Background: an optimization exercise with open tools, aiming at small area and a short achievable clock period. Do not read the settings as production practice.
Only simulation tests tie the RTL to the original design; equivalence was not proved.
Power figures rest on the tool's default switching activity, not on a simulated workload.

[flow/config.mk]
export PLATFORM = sky130hd
export DESIGN_NAME = primitive_group_builder
export DESIGN_NICKNAME = primitive_group_builder
export VERILOG_FILES = /design/flow/design.v
export SDC_FILE = /design/flow/constraint.sdc
export NUM_CORES = 4
export LEC_CHECK = 0
export CAP_MARGIN = 20
export CORE_MARGIN = 2
export CORE_UTILIZATION = 50
export SLEW_MARGIN = 20
[flow/standard.sh]
#!/bin/bash
# synth_recipe.tcl (not shown) runs the flow's synth.tcl, then flattens the netlist and writes it again
# the make line also repeats each setting of config.mk as NAME=value (left out here)
make -C /OpenROAD-flow-scripts/flow DESIGN_CONFIG=/design/flow/config.mk WORK_HOME=/design/flow/orfs CLKGATE_MAP_FILE= SYNTH_SCRIPT=/design/flow/synth_recipe.tcl "${@:-finish}"
[flow/design.v]
package pgb_pkg;
    localparam int QUEUE_DEPTH = 4;
    function automatic logic lt32(input logic [31:0] x, input logic [31:0] y);
        logic [31:0] l, e;
        l = ~x & y;
        e = ~(x ^ y);
        for (int w = 1; w < 32; w = w * 2) begin
            for (int i = 0; i < 32; i = i + 2 * w) begin
                l[i] = l[i+w] | (e[i+w] & l[i]);
                e[i] = e[i+w] & e[i];
            end
        end
        lt32 = l[0];
    endfunction
    function automatic logic [31:0] add32(input logic [31:0] x, input logic [31:0] y);
        logic [31:0] p, g, pp, gg;
        p = x ^ y;
        g = x & y;
        pp = p;
        gg = g;
        for (int w = 1; w < 32; w = w * 2) begin
            for (int i = 31; i >= w; i = i - 1) begin
                gg[i] = gg[i] | (pp[i] & gg[i-w]);
                pp[i] = pp[i] & pp[i-w];
            end
        end
        add32 = p ^ {gg[30:0], 1'b0};
    endfunction
    function automatic logic [31:0] span32(input logic [31:0] e, input logic [31:0] sv);
        logic [31:0] y, k, s, cy;
        y = ~sv;
        k = 32'd2;
        s = e ^ y ^ k;
        cy = (e & y) | (e & k) | (y & k);
        span32 = add32(s, {cy[30:0], 1'b0});
    endfunction
    function automatic logic [31:0] add3x32(input logic [31:0] x, input logic [31:0] c);
        logic [31:0] y, s, cy;
        y = {c[30:0], 1'b0};
        s = x ^ y ^ c;
        cy = (x & y) | (x & c) | (y & c);
        add3x32 = add32(s, {cy[30:0], 1'b0});
    endfunction
endpackage
module pgb_front (
    input  logic        i_clk,
    input  logic        i_rst_n,
    input  logic        i_accept,
    input  logic [31:0] i_vertex_a,
    input  logic [31:0] i_vertex_b,
    input  logic [31:0] i_vertex_c,
    input  logic [15:0] i_material,
    input  logic        i_last_triangle,
    output logic        o_closing,
    output logic [31:0] o_sv,
    output logic [31:0] o_span,
    output logic [16:0] o_cnt,
    output logic [31:0] o_sv1,
    output logic [31:0] o_ge1,
    output logic [16:0] o_cnt1,
    output logic [31:0] o_max1
);
    logic [15:0] r_mat;
    logic [31:0] r_sv, r_ge, r_max;
    logic [16:0] r_cnt;
    logic [31:0] a, b, c;
    logic        closing;
    logic        ab, ac, bc;
    logic        a_sv, b_sv, c_sv;      
    logic        a_ge, b_ge, c_ge;      
    logic        a_mx, b_mx, c_mx;      
    logic        a_one, b_one, c_one;   
    logic        mn_a, mn_b, mn_c;      
    logic        mx_a, mx_b, mx_c;      
    logic        t_sv, t_ge, t_mx, t_one;
    logic        use_inc;
    logic [31:0] tmin, tmax, tinc, a_inc, b_inc, c_inc;
    assign a = i_vertex_a;
    assign b = i_vertex_b;
    assign c = i_vertex_c;
    assign closing = (i_material != r_mat);
    assign ab   = pgb_pkg::lt32(a, b);
    assign ac   = pgb_pkg::lt32(a, c);
    assign bc   = pgb_pkg::lt32(b, c);
    assign a_sv = pgb_pkg::lt32(a, r_sv);
    assign b_sv = pgb_pkg::lt32(b, r_sv);
    assign c_sv = pgb_pkg::lt32(c, r_sv);
    assign a_ge = !pgb_pkg::lt32(a, r_ge);
    assign b_ge = !pgb_pkg::lt32(b, r_ge);
    assign c_ge = !pgb_pkg::lt32(c, r_ge);
    assign a_mx = pgb_pkg::lt32(r_max, a);
    assign b_mx = pgb_pkg::lt32(r_max, b);
    assign c_mx = pgb_pkg::lt32(r_max, c);
    assign a_one = &a;
    assign b_one = &b;
    assign c_one = &c;
    assign mn_a = ab && ac;
    assign mn_b = !ab && bc;
    assign mn_c = !mn_a && !mn_b;
    assign mx_a = !ab && !ac;
    assign mx_c = !mx_a && bc;
    assign mx_b = !mx_a && !bc;
    assign t_sv  = a_sv || b_sv || c_sv;
    assign t_ge  = a_ge || b_ge || c_ge;
    assign t_mx  = a_mx || b_mx || c_mx;
    assign t_one = a_one || b_one || c_one;
    assign tmin = ({32{mn_a}} & a) | ({32{mn_b}} & b) | ({32{mn_c}} & c);
    assign tmax = ({32{mx_a}} & a) | ({32{mx_b}} & b) | ({32{mx_c}} & c);
    assign a_inc = a + 32'd1;
    assign b_inc = b + 32'd1;
    assign c_inc = c + 32'd1;
    assign tinc = ({32{mx_a}} & a_inc) | ({32{mx_b}} & b_inc) | ({32{mx_c}} & c_inc);
    assign use_inc = !t_one && (closing || t_ge);
    assign o_sv1   = (closing || t_sv) ? tmin : r_sv;
    always_comb begin
        if (use_inc) begin
            o_ge1 = tinc;
        end else begin
            o_ge1 = closing ? a : r_ge;
        end
    end
    assign o_max1  = t_mx ? tmax : r_max;
    assign o_cnt1  = closing ? 17'd1 : r_cnt + 17'd1;
    assign o_closing = closing;
    assign o_sv      = r_sv;
    assign o_span    = r_ge - r_sv;
    assign o_cnt     = r_cnt;
    always_ff @(posedge i_clk) begin
        if (!i_rst_n) begin
            r_mat <= '0;
            r_sv  <= '0;
            r_ge  <= '0;
            r_cnt <= '0;
            r_max <= '0;
        end else if (i_accept) begin
            if (i_last_triangle) begin
                r_mat <= '0;
                r_sv  <= '0;
                r_ge  <= '0;
                r_cnt <= '0;
                r_max <= '0;
            end else begin
                r_mat <= i_material;
                r_sv  <= o_sv1;
                r_ge  <= o_ge1;
                r_cnt <= o_cnt1;
                r_max <= o_max1;
            end
        end
    end
endmodule
module pgb_queue #(
    parameter int W = 8
) (
    input  logic         i_clk,
    input  logic         i_rst_n,
    input  logic         i_push,
    input  logic         i_pop,
    input  logic [W-1:0] i_data,
    output logic         o_full,
    output logic         o_empty,
    output logic         o_second_valid,
    output logic [W-1:0] o_head,
    output logic [W-1:0] o_second,
    output logic [W-1:0] o_next
);
    logic [W-1:0] r_mem [0:3];
    logic [W-1:0] d [0:3];
    logic [3:0]   en;
    logic [3:0]   r_v;
    assign o_full  = r_v[3];
    assign o_empty = !r_v[0];
    assign o_head  = r_mem[0];
    assign o_second = r_mem[1];
    assign o_second_valid = r_v[1];
    assign o_next  = en[0] ? d[0] : r_mem[0];
    always_comb begin
        for (int i = 0; i < 4; i++) begin
            if (i == 3) begin
                d[i] = i_data;
            end else begin
                d[i] = (i_pop && r_v[i+1]) ? r_mem[i+1] : i_data;
            end
            if (i == 0) begin
                en[i] = i_pop || !r_v[0];
            end else begin
                en[i] = i_pop || (r_v[i-1] && !r_v[i]);
            end
        end
    end
    always_ff @(posedge i_clk) begin
        if (!i_rst_n) begin
            r_v <= '0;
        end else if (i_push && !i_pop) begin
            r_v <= {r_v[2:0], 1'b1};
        end else if (i_pop && !i_push) begin
            r_v <= {1'b0, r_v[3:1]};
        end
    end
    always_ff @(posedge i_clk) begin
        for (int i = 0; i < 4; i++) begin
            if (en[i]) r_mem[i] <= d[i];
        end
    end
endmodule
module pgb_back (
    input  logic        i_clk,
    input  logic        i_rst_n,
    input  logic        i_empty,
    input  logic        i_has_closed,
    input  logic        i_has_final,
    input  logic        i_next_has_closed,
    input  logic        i_second_valid,
    input  logic [16:0] i_second_cnt,
    input  logic [16:0] i_front_cnt1,
    input  logic [31:0] i_asv,
    input  logic [31:0] i_aspan,
    input  logic [16:0] i_cnt,
    input  logic [31:0] i_bsv,
    input  logic [31:0] i_bge,
    input  logic [31:0] i_bmax,
    input  logic        i_stall,
    output logic        o_pop,
    output logic        o_valid,
    output logic [31:0] o_group_start_index,
    output logic [31:0] o_group_start_vertex,
    output logic [31:0] o_group_vertex_span,
    output logic [31:0] o_group_triangles,
    output logic [31:0] o_group_number,
    output logic        o_final_record,
    output logic        o_wide_indices,
    output logic [31:0] o_largest_index,
    output logic [31:0] o_index_total
);
    logic        r_second, r_fin;
    logic [17:0] r_acc, r_idx;
    logic [16:0] r_grp;
    logic        take, two_recs, n_second;
    logic [17:0] acc_closed, acc_pop, idx_hold, idx_second, idx_pop;
    logic [16:0] cnt_pop;
    assign o_valid  = !i_empty;
    assign take     = o_valid && !i_stall;
    assign two_recs = i_has_closed && i_has_final;
    assign o_pop    = take && (r_second || !two_recs);
    assign n_second = take ? (two_recs && !r_second) : r_second;
    assign acc_closed = r_acc + {1'b0, i_cnt} + {i_cnt, 1'b0};
    assign acc_pop    = r_fin ? 18'd0 : acc_closed;
    assign cnt_pop    = i_second_valid ? i_second_cnt : i_front_cnt1;
    assign idx_hold   = i_empty ? r_acc + {1'b0, i_front_cnt1} + {i_front_cnt1, 1'b0} : r_idx;
    assign idx_second = acc_closed + 18'd3;
    assign idx_pop    = acc_pop + {1'b0, cnt_pop} + {cnt_pop, 1'b0};
    assign o_group_start_index  = {14'd0, r_acc};
    assign o_group_start_vertex = r_fin ? i_bsv : i_asv;
    assign o_group_vertex_span  = r_fin ? i_bge - i_bsv : i_aspan;
    assign o_group_triangles    = {15'd0, r_second ? 17'd1 : i_cnt};
    assign o_group_number       = {15'd0, r_grp};
    assign o_final_record       = r_fin;
    assign o_wide_indices       = r_fin && (|i_bmax[31:16]);
    assign o_largest_index      = r_fin ? i_bmax : 32'd0;
    assign o_index_total        = r_fin ? {14'd0, r_idx} : 32'd0;
    always_ff @(posedge i_clk) begin
        if (!i_rst_n) begin
            r_second <= 1'b0;
            r_fin    <= 1'b0;
            r_acc    <= '0;
            r_idx    <= '0;
            r_grp    <= '0;
        end else begin
            r_second <= n_second;
            r_fin    <= n_second || !i_next_has_closed;
            r_idx    <= !take ? idx_hold : (o_pop ? idx_pop : idx_second);
            if (take) begin
                r_acc <= acc_pop;
                r_grp <= r_fin ? 17'd0 : r_grp + 17'd1;
            end
        end
    end
endmodule
module primitive_group_builder (
    input  logic        i_clk,
    input  logic        i_rst_n,
    input  logic        i_valid,
    output logic        o_stall,
    input  logic [31:0] i_vertex_a,
    input  logic [31:0] i_vertex_b,
    input  logic [31:0] i_vertex_c,
    input  logic [15:0] i_material,
    input  logic        i_last_triangle,
    output logic        o_valid,
    input  logic        i_stall,
    output logic [31:0] o_group_start_index,
    output logic [31:0] o_group_start_vertex,
    output logic [31:0] o_group_vertex_span,
    output logic [31:0] o_group_triangles,
    output logic [31:0] o_group_number,
    output logic        o_final_record,
    output logic        o_wide_indices,
    output logic [31:0] o_largest_index,
    output logic [31:0] o_index_total
);
    localparam int QW = 2 + 32 + 32 + 17 + 32 + 32 + 32;
    logic        full, empty, accept, push, pop, closing;
    logic [31:0] f_sv, f_span, f_sv1, f_ge1, f_max1;
    logic [16:0] f_cnt, f_cnt1;
    logic        h_hc, h_hf, n_hc, n_hf;
    logic [31:0] h_asv, h_aspan, h_bsv, h_bspan, h_bmax;
    logic [31:0] n_asv, n_aspan, n_bsv, n_bspan, n_bmax;
    logic [16:0] h_cnt, n_cnt, s_cnt;
    logic        s_valid;
    logic [QW-1:0] q_in, q_head, q_second, q_next;
    assign accept  = i_valid && !full;
    assign push    = accept && (closing || i_last_triangle);
    assign o_stall = full;
    pgb_front u_front (
        .i_clk           (i_clk),
        .i_rst_n         (i_rst_n),
        .i_accept        (accept),
        .i_vertex_a      (i_vertex_a),
        .i_vertex_b      (i_vertex_b),
        .i_vertex_c      (i_vertex_c),
        .i_material      (i_material),
        .i_last_triangle (i_last_triangle),
        .o_closing       (closing),
        .o_sv            (f_sv),
        .o_span          (f_span),
        .o_cnt           (f_cnt),
        .o_sv1           (f_sv1),
        .o_ge1          (f_ge1),
        .o_cnt1          (f_cnt1),
        .o_max1          (f_max1)
    );
    assign q_in = {closing, i_last_triangle, f_sv, f_span, closing ? f_cnt : f_cnt1,
                   f_sv1, f_ge1, f_max1};
    assign {h_hc, h_hf, h_asv, h_aspan, h_cnt, h_bsv, h_bspan, h_bmax} = q_head;
    assign s_cnt = q_second[96 +: 17];
    assign {n_hc, n_hf, n_asv, n_aspan, n_cnt, n_bsv, n_bspan, n_bmax} = q_next;
    pgb_queue #(.W(QW)) u_queue (
        .i_clk   (i_clk),
        .i_rst_n (i_rst_n),
        .i_push  (push),
        .i_pop   (pop),
        .i_data  (q_in),
        .o_full  (full),
        .o_empty (empty),
        .o_second_valid (s_valid),
        .o_head  (q_head),
        .o_second (q_second),
        .o_next  (q_next)
    );
    pgb_back u_back (
        .i_clk                (i_clk),
        .i_rst_n              (i_rst_n),
        .i_empty              (empty),
        .i_has_closed         (h_hc),
        .i_has_final          (h_hf),
        .i_next_has_closed    (n_hc),
        .i_second_valid       (s_valid),
        .i_second_cnt         (s_cnt),
        .i_front_cnt1         (f_cnt + 17'd1),
        .i_asv                (h_asv),
        .i_aspan              (h_aspan),
        .i_cnt                (h_cnt),
        .i_bsv                (h_bsv),
        .i_bge                (h_bspan),
        .i_bmax               (h_bmax),
        .i_stall              (i_stall),
        .o_pop                (pop),
        .o_valid              (o_valid),
        .o_group_start_index  (o_group_start_index),
        .o_group_start_vertex (o_group_start_vertex),
        .o_group_vertex_span  (o_group_vertex_span),
        .o_group_triangles    (o_group_triangles),
        .o_group_number       (o_group_number),
        .o_final_record       (o_final_record),
        .o_wide_indices       (o_wide_indices),
        .o_largest_index      (o_largest_index),
        .o_index_total        (o_index_total)
    );
endmodule
[flow/flow/run.sh]
#!/bin/bash
# The standard layout (the standard.sh, synthesis included, unchanged)
# with two changes to how the layout is optimised:
#  - the port buffers are buf_4 cells instead of the delay buffers that
#    buffer_ports picks by default;
#  - repair_timing aims for a setup slack of SETUP_SLACK_MARGIN ns.
# The clock period and constraints are the standard flow's.
set -euo pipefail
export BUFFER_PORTS_ARGS="-buffer_cell sky130_fd_sc_hd__buf_4"
export SETUP_SLACK_MARGIN=7
bash standard.sh > standard_flow.log 2>&1
[flow/constraint.sdc]
create_clock -name core_clock -period 12.5 [get_ports {i_clk}]
set_input_delay 2.5000 -clock core_clock [delete_from_list [all_inputs] [get_ports {i_clk}]]
set_output_delay 2.5000 -clock core_clock [all_outputs]
set_load 0.01 [all_outputs]
==> results.toml, run 1 <==
[run_status]
status = "finished clean"

[sta]
finalHoldViolCount = 0
grt_setup_unrepaired = "yes"
tightestPinTransition_ns = 1.205
fmax_ghz = 0.1554
fin_setup_tns_ns = 0
period_minus_slack_ns = 6.434
drv_slew = 0
period_share = 0.5147
relSlewSlack = 0.1964
skew_ns = 0.03445
setup_violations = 0

[worst_hold_path]
hp-class = "reg -> reg"
worstHoldStart = "u_back.r_idx[8]"
worstHoldPathCells = 2

[clock_tree]
numCtsBuffers = 101
ctsRootBufferMaster = "clkbuf_16"
clk-insertion-delay-late_ns = 0.72
clkSlewWorstSetupHoldPaths_ns = 0.06
cts_buffer_depth = 3
ctsHoldBuffers = 0
htreeDepth = 3
cts_tree = "built"
clock_sinks = 904

[floorplan]
die_h_um = 347.1
die_area_mm2 = 0.1205
rows = 125
num_io_pins = 345
initial_core_util = 0.5051
die_w_um = 347.1
core_mm2 = 0.1165

[synth]
synth_area_leaders = "edfxtp_1, ha_1, dfxtp_1"
synthMostInstantiatedCell = "nand2_1"
synth_async_sr_flop_share = 0
ys_seq_area_frac = 0.4291
ys.flop_type = "edfxtp_1"
yosysTopAreaCell = "edfxtp_1"
ys_seq_elements = 904
synth_enable_flop_cells = 715
synth_cell_types = 93
synth_top_area_share = 0.3648
ys.warnings.count = 5
synthTopCellsByCount = "nand2_1, edfxtp_1, ha_1, o21ai_0, nor2_1"
synthCells = 6047
post_synth.cell_area_avg_um2 = 9.733
syn-cell-area_mm2 = 0.05885

[grt]
grt-ovfl-total = 0
grt_pass1_vias = 45366
antenna_found_initial = 22
gr-usage-all-layers = 0.3265
grt_max_degree = 216
grt_pass1_wl_um = 298300

[place]
dp_hpwl_um = 142700
port_buffers = 286
gp_congestion = 0.9924

[power_and_ir_drop]
p_switching_w = 0.003437
internal_power_w = 0.006735
clkPwrFrac = 0.300
swShare = 0.3379
power.total_w = 0.01017
pwr_density_cell_mw_per_mm2 = 151.1
p_comb_frac = 0.303
peakVddDrop_mv = 0.1399
leakage_nw = 26.54
seqPwrFrac = 0.397

[setup_path]
startpoint = "u_queue.r_mem[0][32]"
r2r_cells = 21
worstPathMaxFanout = 4
crit_type = "reg -> out"
critPathLaunchType = "register"
required_ns = 10.00
cp.arrival_ns = 3.93
cp-end-kind = "output pin"
r2r_start = "u_queue.r_mem[0][96]"

[final_layout]
fill_cells = 10244
fin_nets = 6846
syn_to_final_growth_pct = 14.41
drive_above_1_share = 0.1488

[route]
viasPerCell = 6.251
ant_nets = 0
drt_first_pass_iters = 8
wirelength_um = 206000
drtIter0Drc = 5194
wl_per_cell_um = 26.42
drc_errors = 0
num_vias = 48747

[flow_run]
maxCapViolCount = 0
timing repair:
item / 4_1_cts / 5_1_grt
gates resized for setup: 148 / 149
pin swaps: 28 / 46
hold endpoints to repair: 0 / 0
gates cloned: 2 / 7
buffers inserted: 20 / 24
setup endpoints to repair: 514 / 403
power by group through the flow:
stage | Clock (W) | Sequential [W] | Combinational, W
after floorplan | 0 | 0.00403 | 0.00174
after global placement | 0 | 0.00408 | 0.00270
after detailed placement | 0 | 0.00409 | 0.00273
after CTS | 0.00310 | 0.00403 | 0.00289
after global routing | 0.00321 | 0.00407 | 0.00331
final | 0.00305 | 0.00404 | 0.00308
logic make-up (layout without fill, tap and decap cells):
logic type | after synthesis | count (layout) | share of synthesized area
other | 1 | 62 | 0.00006372
DFF | 904 | 904 | 0.4291
adders and majority gates | 545 | 545 | 0.1225
xor gates and xnor gates | 247 | 247 | 0.03723
and+or+nand+nor | 1821 | 1825 | 0.1424
buffers and inverters | 734 | 896 | 0.05073
muxes | 266 | 266 | 0.04837
AOI/OAI and AO/OA | 1529 | 1529 | 0.1697
cell usage in the layout (no fill, tap or decap), types with 30 or more instances in the layout:
master / n
and2_1: 57
nand2b_1: 36
inv_1: 306
xnor2_1: 153
o21a_1: 47
a31oi_1: 39
nor2_1: 332
nor2b_1: 40
edfxtp_1: 715
a211oi_1: 38
a21oi_1: 283
clkbuf_16: 108
o211ai_1: 120
conb_1: 58
nand3_1: 115
buf_4: 357
a32o_1: 65
a221o_1: 30
fa_1: 50
ha_1: 486
nor4_1: 32
mux2i_2: 34
dfxtp_1: 188
o311ai_0: 91
mux2_2: 137
xor2_1: 76
nor3_1: 152
nand2_1: 780
o21ai_0: 435
nand4_1: 116
o21ai_1: 36
mux2i_1: 71
a21o_1: 97
sequential cells by signal, summed over array words and instances (netlist names):
register         cells
u_back.r_grp        17
u_front.r_max       32
u_front.r_sv        32
u_back.r_acc        18
u_back.r_idx        18
u_back.r_second      1
u_front.r_ge        32
u_queue.r_v          4
u_back.r_fin         1
u_front.r_mat       16
u_queue.r_mem      716
u_front.r_cnt       17
worst paths after layout:
kind / slack, ns / to
setup reg to reg: 7.17 / u_back.r_idx[17]
hold / removal: 0.46 / u_back.r_idx[8]
hold reg to reg: 0.46 / u_back.r_idx[8]
setup / recovery: 6.07 / o_group_vertex_span[30]
worst max-delay path, cell delays in order (launching register included):
cell	delay [ns]
edfxtp_1	0.45
inv_2	0.08
ha_4	0.20
fa_2	0.38
nor2b_4	0.16
o2111ai_4	0.13
a31o_4	0.30
a211o_4	0.36
a21oi_4	0.25
nor2_4	0.09
o211ai_1	0.29
buf_4	0.17
buf_4	0.09
a311o_1	0.16
buf_4	0.13
area by class of cell:
class | count | area, um2 | area share
sequential | 904 | 25260 | 0.3751
tap | 1524 | 1907 | 0.02832
multi-input combinational | 4470 | 32310 | 0.4799
antenna | 4 | 10.01 | 0.0001487
clock buffer | 130 | 2739 | 0.04068
timing repair buffer | 390 | 3274 | 0.04863
clock inverter | 59 | 640.6 | 0.009514
inverter | 317 | 1195 | 0.01775
per-layer routing:
layer	GRT usage	vias up	wire length (um)
li1	-	22522	-
met1	0.4425	23609	86230
met2	0.5231	2092	94500
met3	0.05957	488	16400
met4	0.1171	36	8596
met5	0	-	295
per-stage QoR:
| stage | hold slack (ns) | cell area [um2] | instances | setup WS (ns) | utilization |
|---|---|---|---|---|---|
| 2_1_floorplan | 0.4273 | 59090 | 6104 | 6.362 | - |
| 3_3_place_gp | 0.4453 | 62040 | 7552 | 4.991 | 0.5324 |
| 3_5_place_dp | 0.4536 | 62040 | 7552 | 4.824 | 0.5324 |
| 4_1_cts | 0.4666 | 66260 | 7763 | 6.083 | 0.5686 |
| 5_1_grt | 0.4753 | 67330 | 7797 | 5.971 | 0.5779 |
| 6_report | 0.4628 | 67330 | 7798 | 6.066 | 0.5779 |
==> inputs of run 2 (changes only) <==
==> flow/flow/run.sh (replaced) <==
#!/bin/bash
# The standard layout (the standard.sh, synthesis included, unchanged)
# with two changes to how the layout is optimised:
#  - the port buffers are buf_2 cells instead of the delay buffers that
#    buffer_ports picks by default;
#  - repair_timing aims for a setup slack of SETUP_SLACK_MARGIN ns.
# The clock period and constraints are the standard flow's.
set -euo pipefail
export BUFFER_PORTS_ARGS="-buffer_cell sky130_fd_sc_hd__buf_2"
export SETUP_SLACK_MARGIN=7
bash standard.sh > standard_flow.log 2>&1
--- a/flow/config.mk
+++ b/flow/config.mk
@@ -8,4 +8,6 @@
 export CAP_MARGIN = 20
 export CORE_MARGIN = 2
 export CORE_UTILIZATION = 50
+export CTS_CLUSTER_DIAMETER = 100
+export CTS_CLUSTER_SIZE = 20
 export SLEW_MARGIN = 20
==> run 2 against run 1 <==
  * Power down 12%
  * Core utilization decreased by 1.9 points
  * Critical path depth unchanged
  * Final area decreased by 3.3%
  * Clock power shrank 37%
  * Combinational power decreased by 2%
  * Critical endpoint is now o_group_vertex_span[24]
  * Largest cell class unchanged
==> results.toml, run 2 <==
[sta]
drv_slew = 0
setup_violations = 0
fmax_ghz = 0.1573
tightestPinTransition_ns = 1.226
finalHoldViolCount = 0
setup_ws_ns = 6.143
period_share = 0.5086
skew_ns = 0.03976
holdWs_ns = 0.4691
relSlewSlack = 0.1827
period_minus_slack_ns = 6.357
grt_setup_unrepaired = "yes"
fin_setup_tns_ns = 0

[route]
wirelength_um = 209400
drtIter0Drc = 5083
num_vias = 48877
drt_first_pass_iters = 6
ant_nets = 0
drc_errors = 0
viasPerCell = 6.308
wl_per_cell_um = 27.02

[power_and_ir_drop]
leakage_nw = 25.77
peakVddDrop_mv = 0.1103
pwr_density_cell_mw_per_mm2 = 137.7

[synth]
synthMostInstantiatedCell = "nand2_1"
ys_seq_elements = 904
ys_seq_area_frac = 0.4291
yosysTopAreaCell = "edfxtp_1"
synthCells = 6047
synth_area_leaders = "edfxtp_1, ha_1, dfxtp_1"
ys.flop_type = "edfxtp_1"
ys.warnings.count = 5
synth_cell_types = 93
synth_async_sr_flop_share = 0
post_synth.cell_area_avg_um2 = 9.733
syn-cell-area_mm2 = 0.05885
synth_top_area_share = 0.3648
synthTopCellsByCount = "nand2_1, edfxtp_1, ha_1, o21ai_0, nor2_1"
synth_enable_flop_cells = 715

[final_layout]
fin_nets = 6828
largest_reg_flops = 716
top_register = "u_queue.r_mem"
fill_cells = 10530
drive_above_1_share = 0.1417
final_common_cell = "nand2_1"
multi_input_comb_area_mm2 = 0.03225
final_cell_mix = "nand2_1, edfxtp_1, ha_1, o21ai_0, nor2_1"
syn_to_final_growth_pct = 10.65
final-seq-area_mm2 = 0.02526

[setup_path]
cp_num_buf_inv = 4
cp.arrival_ns = 3.86
r2r-end = "u_back.r_idx[16]"
worstSetupPathDepth = 14
startpoint = "u_queue.r_mem[0][66]"
crit_type = "reg -> out"
r2r_cells = 19
critPathLaunchType = "register"
crit_path_cell_trace = "inv_2, ha_1, nor2b_4, o2111ai_2, a31o_4, a211o_4, a21oi_4, buf_4, buf_6, o31a_1, nor2_2, xnor2_2, mux2_4, buf_6"
cp_top_family = "compound AO/OA/AOI/OAI gates"
cpMostUsedCell = "buf_6"
cpPeakStageDelay_ns = 0.45
r2r_start = "u_queue.r_mem[0][96]"
cp-end-kind = "output pin"
worstPathMaxFanout = 4
crit_path_top_delay_cell = "edfxtp_1"
required_ns = 10.00
r2r_setup_slack_ns = 7.15
cp-endpoint = "o_group_vertex_span[24]"

[clock_tree]
clkSlewWorstSetupHoldPaths_ns = 0.09
cts_buffer_depth = 3
cts_tree = "built"
clk-insertion-delay-late_ns = 0.70
clock_sinks = 904
numCtsBuffers = 54
ctsRootBufferMaster = "clkbuf_16"
ctsHoldBuffers = 0
htreeDepth = 2

[floorplan]
num_io_pins = 345
core_mm2 = 0.1165
die_w_um = 347.1
die_h_um = 347.1
initial_core_util = 0.5051
rows = 125
die_area_mm2 = 0.1205

[worst_hold_path]
hp-class = "reg -> reg"

[grt]
grt-ovfl-total = 0
grt_pass1_wl_um = 304500
gr-usage-all-layers = 0.3333
grt_max_degree = 216
grt_pass1_vias = 45773
antenna_found_initial = 38

[run_status]
status = "finished clean"

[place]
place_ws_ns = 4.401
gp_congestion = 1.019
dp_hpwl_um = 146300
port_buffers = 286

[flow_run]
maxCapViolCount = 0
==> run 2: cell counts after synthesis <==
Identical to the previous run, type by type.
==> run 2: layer usage <==
layer,vias up,share of wire,track usage
li1,22467,-,-
met1,23830,0.42,0.4532
met2,2046,0.46,0.5264
met3,486,0.078,0.06284
met4,48,0.043,0.1286
met5,-,0.0015,0
==> run 2: worst min-delay path by stage <==
stage / startpoint / slack (ns) / cells after the start / endpoint
after global routing: u_front.r_max[22] / 0.48 / 1 / u_front.r_max[22]
final: u_front.r_max[22] / 0.47 / 1 / u_front.r_max[22]
after detailed placement: u_front.r_max[29] / 0.45 / 1 / u_front.r_max[29]
after floorplan: u_back.r_idx[8] / 0.43 / 2 / u_back.r_idx[8]
after CTS: u_front.r_max[22] / 0.47 / 1 / u_front.r_max[22]
after global placement: u_front.r_max[10] / 0.45 / 1 / u_front.r_max[10]
==> run 2: power breakdown <==
part	total [W]	internal [W]	switching, W	leakage (nW)
clock network	0.00192	0.000844	0.00107	0.770
logic	0.00302	0.00111	0.00191	16.5
registers	0.00404	0.00382	0.000212	8.47
==> run 2: metrics by stage <==
stage | cells | utilization | total power (W) | instance area (um2)
after floorplan | 6104 | - | 0.005767 | 59090
after global placement | 7558 | 0.5265 | 0.006723 | 61350
after detailed placement | 7558 | 0.5266 | 0.006765 | 61360
after CTS | 7697 | 0.5502 | 0.008810 | 64110
after global routing | 7742 | 0.5587 | 0.009352 | 65100
final | 7749 | 0.5589 | 0.008970 | 65120
==> run 2: logic make-up (layout without fill, tap and decap cells) <==
kind of cell | count (synthesis) | count (layout) | share of synthesized area
XOR/XNOR | 247 | 247 | 0.03723
buffers and inverters | 734 | 836 | 0.05073
AO/OA/AOI/OAI | 1529 | 1530 | 0.1697
AND/OR/NAND/NOR | 1821 | 1824 | 0.1424
adder cells (fa/ha/maj) | 545 | 545 | 0.1225
other | 1 | 73 | 0.00006372
flip-flops | 904 | 904 | 0.4291
multiplexers | 266 | 266 | 0.04837
==> run 2: worst register-to-register path: stages, from the launching register on <==
cell and delay, ns:
edfxtp_1 0.46, fa_1 0.49, ha_1 0.22, inv_1 0.08
fa_2 0.23, nor2b_4 0.05, o311a_4 0.33, o31a_1 0.29
or3_4 0.39, nor2_4 0.20, fa_1 0.42, ha_1 0.22
or3_1 0.42, o21bai_2 0.25, a311oi_2 0.30, o21ai_0 0.13
o21ai_0 0.13, xor2_1 0.23, o221ai_1 0.18, o21a_1 0.22
==> run 2: layout make-up <==
class                      count  share of cell area
antenna                       15           0.0005764
clock buffer                  90             0.02315
clock inverter                10            0.001921
inverter                     317             0.01870
multi-input combinational   4470              0.4952
sequential                   904              0.3879
tap                         1524             0.02928
timing repair buffer         419             0.04329
==> run 2: repair_timing <==
item | CTS | global route
cloned | 6 | 2
buffers inserted | 33 | 35
setup endpoints to repair | 517 | 468
gates resized for setup | 171 | 157
pin swaps | 26 | 37
==> inputs of run 3 (changes only) <==
--- a/flow/config.mk
+++ b/flow/config.mk
@@ -8,6 +8,4 @@
 export CAP_MARGIN = 20
 export CORE_MARGIN = 2
 export CORE_UTILIZATION = 50
-export CTS_CLUSTER_DIAMETER = 100
-export CTS_CLUSTER_SIZE = 20
 export SLEW_MARGIN = 20
==> run 3 against run 2 <==
  * Routed wire length grew 0.45%
  * Combinational power about the same
  * Final cell count is 0.98% higher
  * Highest routed layer unchanged
  * First-iteration DRC count grew 6.4%
  * Non-clock buffer count is 12 lower
  * Synthesized area did not move
  * Global-route usage increased by 0.22 points
  * Maximum frequency is 0.48% lower
  * Clock-buffer cell count rose by 56
==> results.toml, run 3 <==
[setup_path]
cp-end-kind = "output pin"
r2r_start = "u_queue.r_mem[0][96]"
r2r_setup_slack_ns = 7.16
r2r-end = "u_back.r_idx[16]"
required_ns = 10.00
worstPathMaxFanout = 3
crit_path_cell_trace = "ha_4, fa_2, nor2b_4, o2111ai_2, a31o_4, a211o_4, a21oi_4, buf_4, o31a_1, nor2_1, xnor2_1, mux2_2, buf_2"
crit_type = "reg -> out"
startpoint = "u_queue.r_mem[0][64]"
cpPeakStageDelay_ns = 0.43
critPathLaunchType = "register"
crit_path_top_delay_cell = "fa_2"
cp.arrival_ns = 3.89
r2r_cells = 19

[place]
port_buffers = 286
place_inst = 7558
gp_congestion = 1.019
dp_hpwl_um = 146300

[floorplan]
die_w_um = 347.1
initial_core_util = 0.5051
die_area_mm2 = 0.1205
rows = 125
die_h_um = 347.1
num_io_pins = 345
core_mm2 = 0.1165

[worst_hold_path]
worstHoldPathCells = 1
worstHoldStart = "u_front.r_max[4]"
hp-class = "reg -> reg"
hold_end = "u_front.r_max[4]"

[final_layout]
fin_nets = 6862
final-seq-area_mm2 = 0.02526
drive_above_1_share = 0.1502
final_util = 0.5733
final_common_cell = "nand2_1"
top_register = "u_queue.r_mem"
largest_reg_flops = 716
instances_no_fill = 7825
final_cell_mix = "nand2_1, edfxtp_1, ha_1, o21ai_0, nor2_1"
syn_to_final_growth_pct = 13.50
fill_cells = 10358
multi_input_comb_area_mm2 = 0.03225

[synth]
synth_top_area_share = 0.3648
synthTopCellsByCount = "nand2_1, edfxtp_1, ha_1, o21ai_0, nor2_1"
yosysTopAreaCell = "edfxtp_1"
ys_seq_area_frac = 0.4291
synth-compound-area-share = 0.1697
synth_top_family_by_area = "compound AO/OA/AOI/OAI gates"
yosys.area_share.xor_xnor = 0.03723
synth_cell_types = 93
synthMostInstantiatedCell = "nand2_1"
ys_seq_elements = 904
synthCells = 6047
synth_simple_gate_area_frac = 0.1424
synth_area_leaders = "edfxtp_1, ha_1, dfxtp_1"
muxShareOfSynthArea = 0.04837
post_synth.cell_area_avg_um2 = 9.733
synth_enable_flop_cells = 715
synth_async_sr_flop_share = 0
ys.warnings.count = 5
syn-cell-area_mm2 = 0.05885
synth_fa_ha_area_frac = 0.1225
ys.flop_type = "edfxtp_1"

[sta]
drv_slew = 0
setup_violations = 0
relSlewSlack = 0.1942
period_share = 0.5110
holdWs_ns = 0.4648
finalHoldViolCount = 0
grt_setup_unrepaired = "yes"
fin_setup_tns_ns = 0
fmax_ghz = 0.1566
tightestPinTransition_ns = 1.198
skew_ns = 0.02821
period_minus_slack_ns = 6.388

[route]
viasPerCell = 6.287
ant_nets = 0
drtIter0Drc = 5407
drt_first_pass_iters = 6
wirelength_um = 210300
drc_errors = 0
num_vias = 49193
wl_per_cell_um = 26.88

[power_and_ir_drop]
peakVddDrop_mv = 0.1203
pwr_density_cell_mw_per_mm2 = 151.3
power.total_w = 0.01010
leakage_nw = 26.57

[clock_tree]
clock_sinks = 904
cts_buffer_depth = 3
clkSlewWorstSetupHoldPaths_ns = 0.06
htreeDepth = 3
cts_tree = "built"
clk-insertion-delay-late_ns = 0.72
ctsRootBufferMaster = "clkbuf_16"
numCtsBuffers = 100

[grt]
grt-ovfl-total = 0
antenna_found_initial = 38
grt_pass1_wl_um = 306100
gr-usage-all-layers = 0.3355
grt_max_degree = 216
grt_pass1_vias = 46381

[run_status]
status = "finished clean"

[flow_run]
maxCapViolCount = 0
[run 3: repair_timing]
| action | in CTS | in global routing |
|---|---|---|
| cloned | 6 | 2 |
| gates resized for setup | 156 | 172 |
| endpoints found under the setup margin | 516 | 466 |
| hold buffers | 0 | 0 |
| pin swaps | 27 | 37 |
| setup buffers | 32 | 24 |
[run 3: worst max-delay path by stage]
stage | endpoint | slack (ns) | cells after the start
global route | o_group_vertex_span[30] | 6.04 | 13
floorplan | u_queue.r_mem[3][0] | 6.36 | 6
detailed placement | u_queue.r_mem[1][32] | 4.40 | 13
finish | o_group_vertex_span[24] | 6.11 | 13
global placement | u_queue.r_mem[0][32] | 4.46 | 13
CTS | o_group_vertex_span[30] | 6.15 | 12
[run 3: metal layers]
layer	wire (um)	global-route usage
met2	95160	0.5276
met4	9771	0.1414
met3	16550	0.06461
met5	285	0
met1	88550	0.4527
[run 3: worst max-delay path, delay by kind of cell, from the launching register on]
family          cells  cell delay, ns
flops               1            0.42
buf+inv             2            0.29
xor+xnor            1            0.16
mux                 1            0.28
fa+ha+maj           2            0.65
compound gates      5            1.14
simple gates        2            0.19
[run 3: kinds of logic (layout without fill, tap and decap cells)]
kind of cell               Yosys count  after routing
and+or+nand+nor                   1821           1824
AOI/OAI and AO/OA                 1529           1530
DFF                                904            904
buffers and inverters              734            912
adders and majority gates          545            545
muxes                              266            266
xor gates and xnor gates           247            247
other                                1             73
[run 3: layout make-up]
type	instances	area share
multi-input cells	4470	0.4828
inverters	317	0.01817
clock buffers	146	0.04280
diodes	15	0.0005619
clock inverters	42	0.007755
well taps	1524	0.02855
flip-flops and latches	904	0.3781
repair buffers	407	0.04123
[run 3: power breakdown]
part	leakage, nW	internal [W]	switching [W]
Clock	1.64	0.00178	0.00129
Sequential	8.47	0.00383	0.000213
Combinational	16.5	0.00110	0.00189
Total	26.6	0.00671	0.00339
[run 3: stage by stage]
step                setup slack, ns  instance area [um2]
global placement              4.464                61350
floorplan                     6.362                59090
global route                  6.044                66780
finish                        6.112                66800
detailed placement            4.401                61360
CTS                           6.147                65750
==> inputs of run 4 (changes only) <==
--- a/flow/design.v
+++ b/flow/design.v
@@ -164,42 +164,47 @@
     output logic [W-1:0] o_second,
     output logic [W-1:0] o_next
 );
-    logic [W-1:0] r_mem [0:3];
-    logic [W-1:0] d [0:3];
-    logic [3:0]   en;
-    logic [3:0]   r_v;
-    assign o_full  = r_v[3];
-    assign o_empty = !r_v[0];
-    assign o_head  = r_mem[0];
-    assign o_second = r_mem[1];
-    assign o_second_valid = r_v[1];
-    assign o_next  = en[0] ? d[0] : r_mem[0];
-    always_comb begin
-        for (int i = 0; i < 4; i++) begin
-            if (i == 3) begin
-                d[i] = i_data;
-            end else begin
-                d[i] = (i_pop && r_v[i+1]) ? r_mem[i+1] : i_data;
-            end
-            if (i == 0) begin
-                en[i] = i_pop || !r_v[0];
-            end else begin
-                en[i] = i_pop || (r_v[i-1] && !r_v[i]);
+    logic [W-1:0] r_head;
+    logic [W-1:0] r_ring [0:2];
+    logic         r_hv;             
+    logic [1:0]   r_n;              
+    logic [1:0]   r_wp, r_rp;       
+    logic         head_en, from_ring, to_ring, ring_pop;
+    logic [W-1:0] head_d;
+    assign o_full         = r_hv && (r_n == 2'd3);
+    assign o_empty        = !r_hv;
+    assign o_head         = r_head;
+    assign o_second       = r_ring[r_rp];
+    assign o_second_valid = (r_n != 2'd0);
+    assign head_en   = i_pop || !r_hv;
+    assign from_ring = i_pop && (r_n != 2'd0);
+    assign head_d    = from_ring ? r_ring[r_rp] : i_data;
+    assign o_next    = head_en ? head_d : r_head;
+    assign to_ring   = i_push && r_hv && !(i_pop && r_n == 2'd0);
+    assign ring_pop  = from_ring;
+    always_ff @(posedge i_clk) begin
+        if (!i_rst_n) begin
+            r_hv <= 1'b0;
+            r_n  <= '0;
+            r_wp <= '0;
+            r_rp <= '0;
+        end else begin
+            if (head_en) r_hv <= from_ring || i_push;
+            if (to_ring && !ring_pop) begin
+                r_n <= r_n + 2'd1;
+            end else if (ring_pop && !to_ring) begin
+                r_n <= r_n - 2'd1;
             end
+            if (to_ring)  r_wp <= (r_wp == 2'd2) ? 2'd0 : r_wp + 2'd1;
+            if (ring_pop) r_rp <= (r_rp == 2'd2) ? 2'd0 : r_rp + 2'd1;
         end
     end
     always_ff @(posedge i_clk) begin
-        if (!i_rst_n) begin
-            r_v <= '0;
-        end else if (i_push && !i_pop) begin
-            r_v <= {r_v[2:0], 1'b1};
-        end else if (i_pop && !i_push) begin
-            r_v <= {1'b0, r_v[3:1]};
-        end
+        if (head_en) r_head <= head_d;
     end
     always_ff @(posedge i_clk) begin
-        for (int i = 0; i < 4; i++) begin
-            if (en[i]) r_mem[i] <= d[i];
+        for (int i = 0; i < 3; i++) begin
+            if (r_n != 2'd3 && r_wp == i[1:0]) r_ring[i] <= i_data;
         end
     end
 endmodule
--- a/flow/config.mk
+++ b/flow/config.mk
@@ -8,4 +8,6 @@
 export CAP_MARGIN = 20
 export CORE_MARGIN = 2
 export CORE_UTILIZATION = 50
+export CTS_CLUSTER_DIAMETER = 100
+export CTS_CLUSTER_SIZE = 20
 export SLEW_MARGIN = 20
==> run 4 against run 3 <==
  * Worst hold slack got worse by 0.0033 ns
  * Die area decreased by 2.9%
  * Critical path type unchanged
  * Sequential cell count increased by 3
  * Clock-buffer cell count decreased by 55
  * Power down 17%
  * Highest routed layer unchanged
  * Final cell count fell by 5.5%
  * Core utilization increased by 0.47 points
  * Synthesized area is 2.9% lower
  * Synthesized cell count fell by 7.3%
  * Global-route usage is 0.35 points lower
  * Clock power decreased by 37%
  * Register-to-register slack improved by 0.06 ns
==> results.toml, run 4 <==
[run_status]
status = "finished clean"

[clock_tree]
htreeDepth = 2
cts_buffer_depth = 3
clk-insertion-delay-late_ns = 0.72
clkSlewWorstSetupHoldPaths_ns = 0.09
numCtsBuffers = 54
cts_tree = "built"
ctsRootBufferMaster = "clkbuf_16"
clock_sinks = 907
ctsHoldBuffers = 0

[final_layout]
top_register = "u_queue.r_ring"
largestRegisters = "u_queue.r_ring: 537 flops, u_queue.r_head: 179 flops"
largest_reg_flops = 537
drive_above_1_share = 0.1711
final_cell_mix = "edfxtp_1, ha_1, nor2_1, nand2_1, a21oi_1"
fill_cells = 9730
final_common_cell = "edfxtp_1"
syn_to_final_growth_pct = 14.31
fin_nets = 6505
final-seq-area_mm2 = 0.02532
multi_input_comb_area_mm2 = 0.03167

[grt]
antenna_found_initial = 20
grt-ovfl-total = 0
grt_pass1_vias = 43415
met1_usage = 0.4455
grt_util_met2 = 0.5374
top_usage_layer = "met2"
gr-usage-all-layers = 0.3320
grt_pass1_wl_um = 291400
grt_max_degree = 85
grt.met3_usage = 0.05698

[sta]
fin_setup_tns_ns = 0
skew_ns = 0.03720
period_share = 0.5471
holdWs_ns = 0.4615
finalHoldViolCount = 0
tightestPinTransition_ns = 1.126
period_minus_slack_ns = 6.838
grt_setup_unrepaired = "yes"
drv_slew = 0
setup_violations = 0
relSlewSlack = 0.2495
fmax_ghz = 0.1462

[power_and_ir_drop]
pwr_density_cell_mw_per_mm2 = 128.8
internal_power_w = 0.005585
swShare = 0.3359
p_switching_w = 0.002825
leakage_nw = 26.49
seqPwrFrac = 0.462
peakVddDrop_mv = 0.1284
clkPwrFrac = 0.230
p_comb_frac = 0.308

[setup_path]
r2r_cells = 23
crit_type = "reg -> out"
cp-end-kind = "output pin"
worstSetupPathDepth = 13
cp_num_buf_inv = 3
cpPeakStageDelay_ns = 0.48
required_ns = 10.00
cp.arrival_ns = 4.34
critPathLaunchType = "register"
crit_path_cell_trace = "inv_1, ha_1, a21o_1, a21o_1, a221oi_1, o41ai_2, buf_4, a31oi_4, o31ai_4, o41ai_2, mux2i_1, nand4_1, buf_2"
worstPathMaxFanout = 6
crit_path_top_delay_cell = "nand4_1"
cp_top_family = "compound AO/OA/AOI/OAI gates"

[floorplan]
rows = 123
core_mm2 = 0.1130
die_area_mm2 = 0.1170
die_w_um = 342.0
die_h_um = 342.0
initial_core_util = 0.5057
num_io_pins = 345

[synth]
ys.flop_type = "edfxtp_1"
synth_async_sr_flop_share = 0
synth_top_area_share = 0.3759
synthTopCellsByCount = "edfxtp_1, ha_1, nor2_1, nand2_1, a21oi_1"
ys.warnings.count = 4
syn-cell-area_mm2 = 0.05712
post_synth.cell_area_avg_um2 = 10.19
yosysTopAreaCell = "edfxtp_1"
synthCells = 5605
ys_seq_area_frac = 0.4432
synth_cell_types = 80
synth_area_leaders = "edfxtp_1, ha_1, dfxtp_1"
synth_enable_flop_cells = 715
synthMostInstantiatedCell = "edfxtp_1"
ys_seq_elements = 907

[route]
drc_errors = 0
ant_nets = 0
wirelength_um = 201300
num_vias = 46650
drt_first_pass_iters = 6
wl_per_cell_um = 27.22
viasPerCell = 6.307
drtIter0Drc = 4814

[flow_run]
maxCapViolCount = 0

[place]
gp_congestion = 0.9718
dp_hpwl_um = 141800
port_buffers = 286

[worst_hold_path]
hp-class = "reg -> reg"
worstHoldPathCells = 2
-- run 4: final cells by class --
type	instances	share of cell area
sequential	907	0.3878
clock inverter	10	0.002185
timing repair buffer	481	0.05655
clock buffer	91	0.02330
multi-input combinational	4125	0.4851
tap	1500	0.02874
inverter	271	0.01592
antenna	11	0.0004216
-- run 4: kinds of logic (layout without fill, tap and decap cells) --
logic type | after synthesis | count (layout) | share of synthesized area
and+or+nand+nor | 1549 | 1554 | 0.1280
AOI/OAI and AO/OA | 1532 | 1532 | 0.1837
DFF | 907 | 907 | 0.4432
buffers and inverters | 635 | 853 | 0.04617
adders and majority gates | 548 | 548 | 0.1269
xor gates and xnor gates | 243 | 243 | 0.03750
muxes | 190 | 190 | 0.03457
other | 1 | 69 | 0.00006565
-- run 4: power groups by stage --
| stage | Clock, W | Combinational, W | Sequential (W) |
|---|---|---|---|
| global placement | 0 | 0.00209 | 0.00394 |
| CTS | 0.00196 | 0.00239 | 0.00388 |
| detailed placement | 0 | 0.00212 | 0.00395 |
| finish | 0.00193 | 0.00259 | 0.00389 |
| global route | 0.00205 | 0.00279 | 0.00391 |
| floorplan | 0 | 0.00141 | 0.00387 |
-- run 4: timing repair --
item | 4_1_cts | 5_1_grt
gates resized for setup | 315 | 213
setup endpoints to repair | 538 | 445
cloned | 9 | 9
pin swaps | 56 | 74
buffers inserted | 51 | 60
endpoints found under the hold margin | 0 | 0
-- run 4: through the flow --
stage / cells / setup WS, ns / area, um2 / total power (W) / util
floorplan: 5662 / 6.909 / 57470 / 0.005284 / -
global placement: 7155 / 4.857 / 59740 / 0.006035 / 0.5289
detailed placement: 7155 / 4.811 / 59740 / 0.006068 / 0.5289
CTS: 7316 / 5.695 / 63670 / 0.008229 / 0.5636
global route: 7390 / 5.535 / 65280 / 0.008757 / 0.5779
finish: 7396 / 5.662 / 65290 / 0.008410 / 0.5780
-- run 4: worst paths after layout --
path | from | end | slack (ns)
setup / recovery | u_queue.r_head[79] | o_group_vertex_span[30] | 5.66
hold / removal | u_back.r_idx[8] | u_back.r_idx[8] | 0.46
setup reg to reg | u_queue.r_head[97] | u_back.r_idx[17] | 7.22
hold reg to reg | u_back.r_idx[8] | u_back.r_idx[8] | 0.46
-- run 4: per-layer routing --
metal / up-vias / routed length (um)
met5: - / 118
met4: 20 / 8476
li1: 21352 / -
met2: 1925 / 93420
met1: 22951 / 83950
met3: 402 / 15380
-- run 4: tightest hold or removal path: stages, from the launching register on --
cell and delay, ns:
dfxtp_1 0.32, nand2_1 0.05, a21oi_1 0.05
==> inputs of run 5 (changes only) <==
--- a/flow/design.v
+++ b/flow/design.v
@@ -53,7 +53,7 @@
     input  logic        i_last_triangle,
     output logic        o_closing,
     output logic [31:0] o_sv,
-    output logic [31:0] o_span,
+    output logic [31:0] o_ge,
     output logic [16:0] o_cnt,
     output logic [31:0] o_sv1,
     output logic [31:0] o_ge1,
@@ -123,7 +123,7 @@
     assign o_cnt1  = closing ? 17'd1 : r_cnt + 17'd1;
     assign o_closing = closing;
     assign o_sv      = r_sv;
-    assign o_span    = r_ge - r_sv;
+    assign o_ge      = r_ge;
     assign o_cnt     = r_cnt;
     always_ff @(posedge i_clk) begin
         if (!i_rst_n) begin
@@ -150,12 +150,16 @@
     end
 endmodule
 module pgb_queue #(
-    parameter int W = 8
+    parameter int W  = 8,
+    parameter int CA = 0,
+    parameter int CB = 0,
+    parameter int CW = 1
 ) (
     input  logic         i_clk,
     input  logic         i_rst_n,
     input  logic         i_push,
     input  logic         i_pop,
+    input  logic         i_copy,
     input  logic [W-1:0] i_data,
     output logic         o_full,
     output logic         o_empty,
@@ -164,47 +168,49 @@
     output logic [W-1:0] o_second,
     output logic [W-1:0] o_next
 );
-    logic [W-1:0] r_head;
-    logic [W-1:0] r_ring [0:2];
-    logic         r_hv;             
-    logic [1:0]   r_n;              
-    logic [1:0]   r_wp, r_rp;       
-    logic         head_en, from_ring, to_ring, ring_pop;
-    logic [W-1:0] head_d;
-    assign o_full         = r_hv && (r_n == 2'd3);
-    assign o_empty        = !r_hv;
-    assign o_head         = r_head;
-    assign o_second       = r_ring[r_rp];
-    assign o_second_valid = (r_n != 2'd0);
-    assign head_en   = i_pop || !r_hv;
-    assign from_ring = i_pop && (r_n != 2'd0);
-    assign head_d    = from_ring ? r_ring[r_rp] : i_data;
-    assign o_next    = head_en ? head_d : r_head;
-    assign to_ring   = i_push && r_hv && !(i_pop && r_n == 2'd0);
-    assign ring_pop  = from_ring;
-    always_ff @(posedge i_clk) begin
-        if (!i_rst_n) begin
-            r_hv <= 1'b0;
-            r_n  <= '0;
-            r_wp <= '0;
-            r_rp <= '0;
-        end else begin
-            if (head_en) r_hv <= from_ring || i_push;
-            if (to_ring && !ring_pop) begin
-                r_n <= r_n + 2'd1;
-            end else if (ring_pop && !to_ring) begin
-                r_n <= r_n - 2'd1;
+    logic [W-1:0] r_mem [0:3];
+    logic [W-1:0] d [0:3];
+    logic [W-1:0] copied;
+    logic [3:0]   en;
+    logic [3:0]   r_v;
+    assign o_full  = r_v[3];
+    assign o_empty = !r_v[0];
+    assign o_head  = r_mem[0];
+    assign o_second = r_mem[1];
+    assign o_second_valid = r_v[1];
+    assign o_next  = en[0] ? d[0] : r_mem[0];
+    always_comb begin
+        copied = r_mem[0];
+        copied[CA +: CW] = r_mem[0][CB +: CW];
+    end
+    always_comb begin
+        for (int i = 0; i < 4; i++) begin
+            if (i == 3) begin
+                d[i] = i_data;
+            end else if (i == 0 && i_copy) begin
+                d[i] = copied;
+            end else begin
+                d[i] = (i_pop && r_v[i+1]) ? r_mem[i+1] : i_data;
+            end
+            if (i == 0) begin
+                en[i] = i_pop || i_copy || !r_v[0];
+            end else begin
+                en[i] = i_pop || (r_v[i-1] && !r_v[i]);
             end
-            if (to_ring)  r_wp <= (r_wp == 2'd2) ? 2'd0 : r_wp + 2'd1;
-            if (ring_pop) r_rp <= (r_rp == 2'd2) ? 2'd0 : r_rp + 2'd1;
         end
     end
     always_ff @(posedge i_clk) begin
-        if (head_en) r_head <= head_d;
+        if (!i_rst_n) begin
+            r_v <= '0;
+        end else if (i_push && !i_pop) begin
+            r_v <= {r_v[2:0], 1'b1};
+        end else if (i_pop && !i_push) begin
+            r_v <= {1'b0, r_v[3:1]};
+        end
     end
     always_ff @(posedge i_clk) begin
-        for (int i = 0; i < 3; i++) begin
-            if (r_n != 2'd3 && r_wp == i[1:0]) r_ring[i] <= i_data;
+        for (int i = 0; i < 4; i++) begin
+            if (en[i]) r_mem[i] <= d[i];
         end
     end
 endmodule
@@ -219,13 +225,12 @@
     input  logic [16:0] i_second_cnt,
     input  logic [16:0] i_front_cnt1,
     input  logic [31:0] i_asv,
-    input  logic [31:0] i_aspan,
+    input  logic [31:0] i_age,
     input  logic [16:0] i_cnt,
-    input  logic [31:0] i_bsv,
-    input  logic [31:0] i_bge,
     input  logic [31:0] i_bmax,
     input  logic        i_stall,
     output logic        o_pop,
+    output logic        o_copy,
     output logic        o_valid,
     output logic [31:0] o_group_start_index,
     output logic [31:0] o_group_start_vertex,
@@ -247,6 +252,7 @@
     assign take     = o_valid && !i_stall;
     assign two_recs = i_has_closed && i_has_final;
     assign o_pop    = take && (r_second || !two_recs);
+    assign o_copy   = take && two_recs && !r_second;
     assign n_second = take ? (two_recs && !r_second) : r_second;
     assign acc_closed = r_acc + {1'b0, i_cnt} + {i_cnt, 1'b0};
     assign acc_pop    = r_fin ? 18'd0 : acc_closed;
@@ -255,8 +261,8 @@
     assign idx_second = acc_closed + 18'd3;
     assign idx_pop    = acc_pop + {1'b0, cnt_pop} + {cnt_pop, 1'b0};
     assign o_group_start_index  = {14'd0, r_acc};
-    assign o_group_start_vertex = r_fin ? i_bsv : i_asv;
-    assign o_group_vertex_span  = r_fin ? i_bge - i_bsv : i_aspan;
+    assign o_group_start_vertex = i_asv;
+    assign o_group_vertex_span  = i_age - i_asv;
     assign o_group_triangles    = {15'd0, r_second ? 17'd1 : i_cnt};
     assign o_group_number       = {15'd0, r_grp};
     assign o_final_record       = r_fin;
@@ -304,14 +310,17 @@
     output logic [31:0] o_index_total
 );
     localparam int QW = 2 + 32 + 32 + 17 + 32 + 32 + 32;
-    logic        full, empty, accept, push, pop, closing;
-    logic [31:0] f_sv, f_span, f_sv1, f_ge1, f_max1;
+    localparam int QA = 32 + 32 + 32 + 17;    
+    localparam int QB = 32;                   
+    logic        full, empty, accept, push, pop, copy, closing;
+    logic [31:0] f_sv, f_ge, f_sv1, f_ge1, f_max1;
     logic [16:0] f_cnt, f_cnt1;
     logic        h_hc, h_hf, n_hc, n_hf;
-    logic [31:0] h_asv, h_aspan, h_bsv, h_bspan, h_bmax;
-    logic [31:0] n_asv, n_aspan, n_bsv, n_bspan, n_bmax;
+    logic [31:0] h_asv, h_age, h_bsv, h_bge, h_bmax;
+    logic [31:0] n_asv, n_age, n_bsv, n_bge, n_bmax;
+    logic [31:0] s_asv, s_age, s_bsv, s_bge, s_bmax;
     logic [16:0] h_cnt, n_cnt, s_cnt;
-    logic        s_valid;
+    logic        s_hc, s_hf, s_valid;
     logic [QW-1:0] q_in, q_head, q_second, q_next;
     assign accept  = i_valid && !full;
     assign push    = accept && (closing || i_last_triangle);
@@ -327,30 +336,33 @@
         .i_last_triangle (i_last_triangle),
         .o_closing       (closing),
         .o_sv            (f_sv),
-        .o_span          (f_span),
+        .o_ge            (f_ge),
         .o_cnt           (f_cnt),
         .o_sv1           (f_sv1),
-        .o_ge1          (f_ge1),
+        .o_ge1           (f_ge1),
         .o_cnt1          (f_cnt1),
         .o_max1          (f_max1)
     );
-    assign q_in = {closing, i_last_triangle, f_sv, f_span, closing ? f_cnt : f_cnt1,
+    assign q_in = {closing, i_last_triangle,
+                   closing ? f_sv : f_sv1, closing ? f_ge : f_ge1,
+                   closing ? f_cnt : f_cnt1,
                    f_sv1, f_ge1, f_max1};
-    assign {h_hc, h_hf, h_asv, h_aspan, h_cnt, h_bsv, h_bspan, h_bmax} = q_head;
-    assign s_cnt = q_second[96 +: 17];
-    assign {n_hc, n_hf, n_asv, n_aspan, n_cnt, n_bsv, n_bspan, n_bmax} = q_next;
-    pgb_queue #(.W(QW)) u_queue (
-        .i_clk   (i_clk),
-        .i_rst_n (i_rst_n),
-        .i_push  (push),
-        .i_pop   (pop),
-        .i_data  (q_in),
-        .o_full  (full),
-        .o_empty (empty),
+    assign {h_hc, h_hf, h_asv, h_age, h_cnt, h_bsv, h_bge, h_bmax} = q_head;
+    assign {s_hc, s_hf, s_asv, s_age, s_cnt, s_bsv, s_bge, s_bmax} = q_second;
+    assign {n_hc, n_hf, n_asv, n_age, n_cnt, n_bsv, n_bge, n_bmax} = q_next;
+    pgb_queue #(.W(QW), .CA(QA), .CB(QB), .CW(64)) u_queue (
+        .i_clk          (i_clk),
+        .i_rst_n        (i_rst_n),
+        .i_push         (push),
+        .i_pop          (pop),
+        .i_copy         (copy),
+        .i_data         (q_in),
+        .o_full         (full),
+        .o_empty        (empty),
         .o_second_valid (s_valid),
-        .o_head  (q_head),
-        .o_second (q_second),
-        .o_next  (q_next)
+        .o_head         (q_head),
+        .o_second       (q_second),
+        .o_next         (q_next)
     );
     pgb_back u_back (
         .i_clk                (i_clk),
@@ -363,13 +375,12 @@
         .i_second_cnt         (s_cnt),
         .i_front_cnt1         (f_cnt + 17'd1),
         .i_asv                (h_asv),
-        .i_aspan              (h_aspan),
+        .i_age                (h_age),
         .i_cnt                (h_cnt),
-        .i_bsv                (h_bsv),
-        .i_bge                (h_bspan),
         .i_bmax               (h_bmax),
         .i_stall              (i_stall),
         .o_pop                (pop),
+        .o_copy               (copy),
         .o_valid              (o_valid),
         .o_group_start_index  (o_group_start_index),
         .o_group_start_vertex (o_group_start_vertex),
==> flow/flow/run.sh (replaced) <==
#!/bin/bash
# The standard layout (the standard.sh, synthesis included, unchanged)
# with two changes to how the layout is optimised:
#  - the port buffers are buf_4 cells instead of the delay buffers that
#    buffer_ports picks by default;
#  - repair_timing aims for a setup slack of SETUP_SLACK_MARGIN ns.
# The clock period and constraints are the standard flow's.
set -euo pipefail
export BUFFER_PORTS_ARGS="-buffer_cell sky130_fd_sc_hd__buf_4"
export SETUP_SLACK_MARGIN=7
bash standard.sh > standard_flow.log 2>&1
--- a/flow/config.mk
+++ b/flow/config.mk
@@ -8,6 +8,4 @@
 export CAP_MARGIN = 20
 export CORE_MARGIN = 2
 export CORE_UTILIZATION = 50
-export CTS_CLUSTER_DIAMETER = 100
-export CTS_CLUSTER_SIZE = 20
 export SLEW_MARGIN = 20
==> run 5 against run 4 <==
  * Still clean on timing, DRC and antenna
  * Worst hold slack gained 0.0022 ns
  * Sequential cell count decreased by 3
  * Maximum frequency is 6.8% higher
  * Final area grew 6.5%
  * Clock-buffer cell count is 48 higher
  * Global-route usage up 1.4 points
  * Combinational power increased by 8.1%
  * Critical endpoint is now o_group_vertex_span[29]
  * Largest cell class unchanged
==> results.toml, run 5 <==
[clock_tree]
cts_buffer_depth = 3
numCtsBuffers = 98
clock_sinks = 904
clk-insertion-delay-late_ns = 0.73
cts_tree = "built"
ctsHoldBuffers = 0
clkSlewWorstSetupHoldPaths_ns = 0.06
ctsRootBufferMaster = "clkbuf_16"
htreeDepth = 3

[final_layout]
drive_above_1_share = 0.2339
final_common_cell = "edfxtp_1"
fin_nets = 6582
final_cell_mix = "edfxtp_1, buf_4, nor2_1, ha_1, nand2_1"
top_register = "u_queue.r_mem"
multi_input_comb_area_mm2 = 0.03148
fill_cells = 9307
largest_reg_flops = 716
final-seq-area_mm2 = 0.02526
final_cell_area_mm2 = 0.06955
syn_to_final_growth_pct = 23.05

[floorplan]
die_w_um = 340.2
die_area_mm2 = 0.1158
die_h_um = 340.2
core_mm2 = 0.1123
initial_core_util = 0.5031
num_io_pins = 345
rows = 123

[synth]
ys_seq_elements = 904
ys_seq_area_frac = 0.4468
synthMostInstantiatedCell = "edfxtp_1"
synth_enable_flop_cells = 715
ys.warnings.count = 5
ys.flop_type = "edfxtp_1"
synth_async_sr_flop_share = 0
synthTopCellsByCount = "edfxtp_1, ha_1, nor2_1, a21oi_1, nand2_1"
synth_top_area_share = 0.3799
yosysTopAreaCell = "edfxtp_1"
synthCells = 5580
post_synth.cell_area_avg_um2 = 10.13
syn-cell-area_mm2 = 0.05652
synth_area_leaders = "edfxtp_1, ha_1, dfxtp_1"
synth_cell_types = 93

[sta]
fin_setup_tns_ns = 0
period_share = 0.5120
drv_slew = 0
relSlewSlack = 0.1628
holdWs_ns = 0.4637
period_minus_slack_ns = 6.401
grt_setup_unrepaired = "yes"
tightestPinTransition_ns = 1.256
fmax_ghz = 0.1562
skew_ns = 0.06128
setup_violations = 0
finalHoldViolCount = 0

[setup_path]
cpPeakStageDelay_ns = 0.45
cp_top_family = "compound AO/OA/AOI/OAI gates"
cp.arrival_ns = 3.90
cp-end-kind = "output pin"
required_ns = 10.00
worstPathMaxFanout = 2
crit_path_cell_trace = "inv_4, ha_4, a21o_1, a21o_1, a221o_2, or3_4, o211ai_1, buf_4, a31oi_4, or4_4, o21ai_2, xnor2_1, buf_4"
crit_type = "reg -> out"
crit_path_top_delay_cell = "edfxtp_1"
critPathLaunchType = "register"
cp_num_buf_inv = 3

[power_and_ir_drop]
peakVddDrop_mv = 0.1724
leakage_nw = 29.00
swShare = 0.3140
seqPwrFrac = 0.397
p_switching_w = 0.003098
internal_power_w = 0.006769
clkPwrFrac = 0.320
pwr_density_cell_mw_per_mm2 = 141.9
p_comb_frac = 0.284

[route]
wl_per_cell_um = 28.55
viasPerCell = 6.157
drc_errors = 0
drtIter0Drc = 4880
wirelength_um = 215300
drt_first_pass_iters = 6
num_vias = 46435
ant_nets = 0

[place]
gp_congestion = 1.005
dpl_cell_area_mm2 = 0.05966
port_buffers = 286
dp_hpwl_um = 142900

[grt]
antenna_found_initial = 13
grt_max_degree = 132
gr-usage-all-layers = 0.3461
grt_pass1_vias = 42986
grt-ovfl-total = 0
grt_pass1_wl_um = 295800

[run_status]
status = "finished clean"

[worst_hold_path]
hp-class = "reg -> reg"

[flow_run]
maxCapViolCount = 0
## run 5: layout make-up
type	count	share of cell area
flip-flops and latches	904	0.3631
repair buffers	589	0.08308
diodes	5	0.0001799
well taps	1500	0.02698
clock inverters	46	0.01000
multi-input cells	3957	0.4527
inverters	402	0.02346
clock buffers	139	0.04051
## run 5: worst reg2reg max path: cells and delay by family, from the launching register on
family,cells,cell delay (ns)
xor gates and xnor gates,2,0.41
AOI/OAI and AO/OA,8,1.84
adders and majority gates,5,1.65
and+or+nand+nor,4,0.71
buffers and inverters,1,0.13
DFF,1,0.49
## run 5: power by group through the flow
stage / registers [W] / logic [W] / clock network [W]
floorplan: 0.00389 / 0.00142 / 0
global placement: 0.00397 / 0.00216 / 0
detailed placement: 0.00398 / 0.00218 / 0
CTS: 0.00390 / 0.00246 / 0.00318
global route: 0.00394 / 0.00299 / 0.00329
finish: 0.00392 / 0.00280 / 0.00315
## run 5: timing repair
action	4_1_cts	5_1_grt
setup endpoints to repair	811	665
pin swaps	84	117
hold endpoints to repair	0	0
cloned	14	24
buffers inserted	103	102
gates resized for setup	353	503
## run 5: final timing paths
kind | start | to | slack [ns] | cells past startpoint
min reg2reg | u_front.r_mat[13] | u_front.r_mat[13] | 0.46 | 2
max reg2reg | u_queue.r_mem[0][97] | u_back.r_idx[16] | 7.09 | 20
max | u_queue.r_mem[0][161] | o_group_vertex_span[29] | 6.10 | 13
min | u_front.r_mat[13] | u_front.r_mat[13] | 0.46 | 2
## run 5: logic make-up after synthesis
| family | count (synthesis) | synth area share |
|---|---|---|
| AOI/OAI and AO/OA | 1415 | 0.1569 |
| and+or+nand+nor | 1394 | 0.1145 |
| DFF | 904 | 0.4468 |
| buffers and inverters | 779 | 0.05915 |
| adders and majority gates | 513 | 0.1203 |
| muxes | 334 | 0.06479 |
| xor gates and xnor gates | 240 | 0.03746 |
| other | 1 | 0.00006635 |
## run 5: through the flow
step / util / setup WS, ns / total power (W) / cells
6_report: 0.6191 / 6.099 / 0.009868 / 7542
5_1_grt: 0.6190 / 5.976 / 0.01022 / 7537
4_1_cts: 0.5876 / 6.123 / 0.009546 / 7411
3_5_place_dp: 0.5311 / 4.563 / 0.006159 / 7109
3_3_place_gp: 0.5311 / 4.622 / 0.006135 / 7109
2_1_floorplan: - / 6.353 / 0.005318 / 5637
## run 5: per-layer routing
layer  track usage  wire (um)  vias up
li1              -          -    21009
met1        0.4734      89340    22740
met2        0.5513      96660     2211
met3       0.05239      18650      459
met4        0.1427      10590       16
met5             0         92        -

## what the ideal ports hide
The flow's constraints put no driver on any port. The routed layouts listed below were extracted and timed again, unchanged, in two steps. Step 1 (the two cells are an assumption about what drives the block):
set clk [get_ports {i_clk}]
set_driving_cell -lib_cell sky130_fd_sc_hd__clkbuf_16 $clk
set_driving_cell -lib_cell sky130_fd_sc_hd__buf_2 [delete_from_list [all_inputs] $clk]
Step 2 also shifts input and output timing later by t, the mid clock arrival at the registers, as if the neighbouring blocks saw the same clock. a / b / c = ideal ports / drivers / drivers and shift; a / b = the first two.
| run | shift t [ns] | setup WS [ns] | worst hold slack (ns) | worst setup path at the end |
|---|---|---|---|---|
| run 1 | 0.777 | 6.066 / 5.984 / 6.123 | 0.463 / 0.463 / 0.463 | input to register |
| run 2 | 0.761 | 6.143 / 6.068 / 6.171 | 0.469 / 0.469 / 0.469 | input to register |
| run 3 | 0.778 | 6.112 / 6.043 / 6.220 | 0.465 / 0.465 / 0.465 | input to register |
| run 4 | 0.772 | 5.662 / 5.583 / 6.232 | 0.461 / 0.461 / 0.461 | input to register |
| run 5 | 0.780 | 6.099 / 6.023 / 5.918 | 0.464 / 0.464 / 0.464 | input to register |
After both steps every run listed still meets setup and hold. For run 5, which loses most, drivers alone change the setup slack by -0.076 ns; drivers and shift together by -0.181 ns.
